Background: an optimization exercise with open tools, aiming at a short achievable clock period. Do not read the settings as production practice.
At most, simulation tests tie the RTL to the original design; equivalence was not proved.
Power and IR drop assume default switching activity.

== job 101 ==
## cap_pipe_top
module cap_pipe_top (
    input  wire logic                CLK,
    input  wire logic                rst_n,
    input  wire logic                insn_valid,
    input  wire logic [31:0]         insn,
    output logic                     retire_valid,
    output logic [38:0]              retire    
);
For scale: about 4700 cells after synthesis, roughly 75 I/O pins, ~65000 um^2 of cells after synthesis.
==> flow/config.mk <==
export PLATFORM = sky130hd
export DESIGN_NAME = cap_pipe_top
export DESIGN_NICKNAME = cap_pipe_top
export VERILOG_FILES = /design/flow/design.v
export SDC_FILE = /design/flow/constraint.sdc
export NUM_CORES = 4
export LEC_CHECK = 0
export CAP_MARGIN = 20
export CORE_MARGIN = 2
export CORE_UTILIZATION = 55
export SETUP_SLACK_MARGIN = 3.5
export SLEW_MARGIN = 20
export TNS_END_PERCENT = 100
==> flow/constraint.sdc <==
create_clock -name core_clock -period 6.0 [get_ports {CLK}]
set_input_delay 1.2000 -clock core_clock [delete_from_list [all_inputs] [get_ports {CLK}]]
set_output_delay 1.2000 -clock core_clock [all_outputs]
set_load 0.01 [all_outputs]
run.sh (not shown) runs the stock make flow with config.mk's settings and CLKGATE_MAP_FILE= SYNTH_SCRIPT=/design/flow/synth_recipe.tcl, a recipe that flattens the netlist after the stock synthesis.
Changes in job 102 relative to job 101:
diff --git a/flow/design.v b/flow/design.v
--- a/flow/design.v
+++ b/flow/design.v
@@ -182,39 +182,42 @@
     logic [W-1:0] ret_qn, wb_qn;
     logic         ret_tag_qn, wb_tag_qn;
     logic [W-1:0] ret, wb;
     logic         ret_tag, wb_tag;
     assign ret     = ~ret_qn;
     assign ret_tag = ~ret_tag_qn;
     assign wb      = ~wb_qn;
     assign wb_tag  = ~wb_tag_qn;
-    logic [W-1:0] x, y, z, m, sum_s, sum_c;
+    logic [W-1:0] x, y, y2, z, m, sum_s, sum_s2, sum_c;
     logic         tag_a, e0;
     logic [W-1:0] n_hp, n_g, n_p;
     always_comb begin
         x = ({W{xs}} & s2_s) | ({W{xs1}} & {s2_s[W-2:0], 1'b0})
           | ({W{xa_r}} & ret) | ({W{xa_w}} & wb);
         y = ({W{xs | zs}} & s2_c) | ({W{zsn}} & ~s2_c) | ({W{xs1}} & {s2_c[W-2:0], 1'b0}) | {W{y1}};
         z = imm_m | ({W{zs}} & s2_s) | ({W{zsn}} & ~s2_s) | ({W{z_ret}} & ret) | ({W{z_retn}} & ~ret) | ({W{z_wb}} & wb) | ({W{z_wbn}} & ~wb);
         tag_a = (t_f & s2_tag) | (t_r & ret_tag) | (t_w & wb_tag);
         for (int j = 0; j < 4; j++) begin
             x = x | ({W{xa_g[j]}} & ga[j*CAP_W +: W]);
             z = z | ({W{z_gb[j]}} & gb[j*W +: W])
                   | ({W{z_gbn[j]}} & ~gb[j*W +: W]);
             tag_a = tag_a | (t_g[j] & ga[j*CAP_W + W]);
         end
-        sum_s = x ^ y ^ z;
-        m     = (x & y) | (x & z) | (y & z);
+        y2     = (({W{y1}} | ({W{zsn}} & ~s2_c)) | ({W{xs1}} & {s2_c[W-2:0], 1'b0}))
+               | ({W{xs | zs}} & s2_c);
+        sum_s  = x ^ (y ^ z);
+        sum_s2 = (x ^ y) ^ z;
+        m      = (x & y2) | (x & z) | (y2 & z);
         e0    = e0_one | (e0_tag & tag_a);
         sum_c = {m[W-2:0], e0};
         n_hp = sum_s ^ sum_c;
-        n_g  = sum_s & sum_c;
+        n_g  = sum_s2 & sum_c;
         n_p  = n_hp;
-        n_g[0] = sum_s[0] | sum_c[0];    
+        n_g[0] = sum_s2[0] | sum_c[0];    
         for (int d = 1; d < (1 << PRE); d = d * 2) begin
             for (int i = W - 1; i >= d; i--) begin
                 n_g[i] = n_g[i] | (n_p[i] & n_g[i-d]);
                 n_p[i] = n_p[i] & n_p[i-d];
             end
         end
     end
     logic [32-1:1] s2_we;
@@ -409,17 +412,17 @@
         tag_keep <= is_inc | is_mov;
         ga       <= ga_n;
         gb       <= gb_n;
     end
     pipe_types_pkg::retire_t retire_s;
     assign retire = retire_s;
     cap_alu_stage #(
         .HA1 (1),
-        .PRE (0)
+        .PRE (1)
     ) alu_i (
         .CLK          (CLK),
         .rst_n        (rst_n),
         .s1_valid     (s1_valid),
         .s1_rd        (s1_rd),
         .s1_wr        (s1_wr),
         .s1_exc       (s1_exc),
         .s1_we        (s1_we),
[summary]
Delta (job 102 minus job 101): number of buffers added by the clock tree synthesis step went down; largest stage delay on the critical path went down; share of total power consumed by net switching did not really move; sequential fraction of total cell area went up. Final-layout fill cell count | job 102 above job 101. Job 101 -> job 102: max-capacitance violation count delta 0, exact match. [job 102] final hold slack rose 0.012 ns relative to job 101. On final critical-path required period, job 102 does better than job 101. On via count, job 101 beats job 102. In job 102, inverter count is higher than in job 101. Total chip power: job 102 vs job 101 — no meaningful difference. Higher final layout net count goes to job 102 over job 101. Looking only at non-clock buffer count, and setting everything else aside, the lower value of job 102 and job 101 goes to job 102.

========
cap_pipe_top, a different RTL version from the one above (not shown whole).
For scale: ~5500 cells after synthesis, ~75 I/O pins, about 67000 sq um of cells after synthesis.
==> module operand_stage, before the edit <==
module operand_stage (
    input  wire logic                          CLK,
    input  wire logic                          rst_n,
    input  wire logic [32-1:1]          wr_en,      
    input  wire pipe_types_pkg::cap_t          wr_data,
    input  wire logic [5-1:0]          rs1,
    input  wire logic [5-1:0]          rs2,
    output logic [4*(32+1)-1:0]          ga,     
    output logic [4*32-1:0]              gb      
);
    localparam int CAP_W = 32 + 1;
    logic [32*CAP_W-1:0] regs;
    logic [32-1:1]       written;
    logic [32*CAP_W-1:0] eff;     
    assign regs[0 +: CAP_W] = CAP_NULL;
    assign eff[0 +: CAP_W]  = CAP_NULL;
    for (genvar i = 1; i < 32; i++) begin : g_reg
        always_ff @(posedge CLK or negedge rst_n) begin
            if (!rst_n) begin
                written[i] <= 1'b0;
            end else if (wr_en[i]) begin
                written[i] <= 1'b1;
            end
        end
        always_ff @(posedge CLK) begin
            if (wr_en[i]) begin
                regs[i*CAP_W +: CAP_W] <= wr_data;
            end
        end
        assign eff[i*CAP_W +: 32] = regs[i*CAP_W +: 32] & {32{written[i]}};
        assign eff[i*CAP_W + 32]  = regs[i*CAP_W + 32] | ~written[i];
    end
    logic [7:0] oh1, oh2;
    assign oh1 = 8'b1 << rs1[2:0];
    assign oh2 = 8'b1 << rs2[2:0];
    always_comb begin
        ga = '0;
        gb = '0;
        for (int j = 0; j < 4; j++) begin
            for (int k = 0; k < 8; k++) begin
                ga[j*CAP_W +: CAP_W]       = ga[j*CAP_W +: CAP_W]
                                           | ({CAP_W{oh1[k]}} & eff[(j*8+k)*CAP_W +: CAP_W]);
                gb[j*32 +: 32] = gb[j*32 +: 32]
                                           | ({32{oh2[k]}} & eff[(j*8+k)*CAP_W +: 32]);
            end
        end
    end
endmodule
export LEC_CHECK = 0
export ABC_CLOCK_PERIOD_IN_PS = 2000
export CAP_MARGIN = 20
export CORE_MARGIN = 2
export CORE_UTILIZATION = 60
export SETUP_SLACK_MARGIN = 3.5
export SLEW_MARGIN = 20
export TNS_END_PERCENT = 100
create_clock -name core_clock -period 6.0 [get_ports {CLK}]
==> next run, changes <==
--- a/flow/design.v
+++ b/flow/design.v
@@ -75,43 +75,22 @@
     output logic [4*(32+1)-1:0]          ga,     
     output logic [4*32-1:0]              gb      
 );
     localparam int CAP_W = 32 + 1;
-    logic [32*CAP_W-1:0] regs;
-    logic [32-1:1]       written;
-    logic [32*CAP_W-1:0] eff;     
+    logic [32*CAP_W-1:0] regs;    
     assign regs[0 +: CAP_W] = CAP_NULL;
-    assign eff[0 +: CAP_W]  = CAP_NULL;
     for (genvar i = 1; i < 32; i++) begin : g_reg
         always_ff @(posedge CLK or negedge rst_n) begin
             if (!rst_n) begin
-                written[i] <= 1'b0;
+                regs[i*CAP_W +: CAP_W] <= CAP_ALMIGHTY;
             end else if (wr_en[i]) begin
-                written[i] <= 1'b1;
-            end
-        end
-        always_ff @(posedge CLK) begin
-            if (wr_en[i]) begin
                 regs[i*CAP_W +: CAP_W] <= wr_data;
             end
         end
-        assign eff[i*CAP_W +: 32] = regs[i*CAP_W +: 32] & {32{written[i]}};
-        assign eff[i*CAP_W + 32]  = regs[i*CAP_W + 32] | ~written[i];
     end
-    logic [7:0] oh1, oh2;
-    assign oh1 = 8'b1 << rs1[2:0];
-    assign oh2 = 8'b1 << rs2[2:0];
-    always_comb begin
-        ga = '0;
-        gb = '0;
-        for (int j = 0; j < 4; j++) begin
-            for (int k = 0; k < 8; k++) begin
-                ga[j*CAP_W +: CAP_W]       = ga[j*CAP_W +: CAP_W]
-                                           | ({CAP_W{oh1[k]}} & eff[(j*8+k)*CAP_W +: CAP_W]);
-                gb[j*32 +: 32] = gb[j*32 +: 32]
-                                           | ({32{oh2[k]}} & eff[(j*8+k)*CAP_W +: 32]);
-            end
-        end
+    for (genvar j = 0; j < 4; j++) begin : g_grp
+        assign ga[j*CAP_W +: CAP_W]       = regs[{j[1:0], rs1[2:0]}*CAP_W +: CAP_W];
+        assign gb[j*32 +: 32] = regs[{j[1:0], rs2[2:0]}*CAP_W +: 32];
     end
 endmodule
 `default_nettype wire
 `timescale 1ns/100ps
After rerunning:
- The new run completed with no timing, DRC or antenna violations
- count of clock-buffer cells in the layout goes up by 35
- total power goes down by 1.6%
- via count goes up by 8.1%
- sequential share of layout area goes down by 14 points
- wire length goes down by 7.6%
- cell area goes up by 15%
- die area goes up by 21%
Function not checked in the first run of this note: the RTL went through the layout flow alone.

## afterwards: timing with drivers on the ports
The flow's constraints put no driver on any port. The routed layouts listed below were extracted and timed again, unchanged, in two steps. Step 1 sets driving cells, clkbuf_16 on the clock port and buf_2 on the other inputs (assumed; they add their load-dependent delay and slew). Step 2, shift: input delay + t, output delay - t, t = (earliest + latest rising clock arrival at the registers) / 2. This alone moves slack from input paths to output paths. a / b / c = ideal / step 1 / step 2; a / b = the first two.
run | t, ns | setup slack, ns | pins driven straight from the clock port
job 101 | 0.890 | 3.395 / 3.395 / 2.647 | 1
job 102 | 0.887 | 3.461 / 3.417 / 2.607 | 1
the first run of note 2 | 0.883 | 3.151 / 3.151 / 2.457 | 1
the second run of note 2 | 0.872 | 3.308 / 3.308 / 2.677 | 1
After both steps setup and hold are still met in every run listed. For job 102, which loses most, drivers alone change the setup slack by -0.044 ns; drivers and shift together by -0.854 ns.
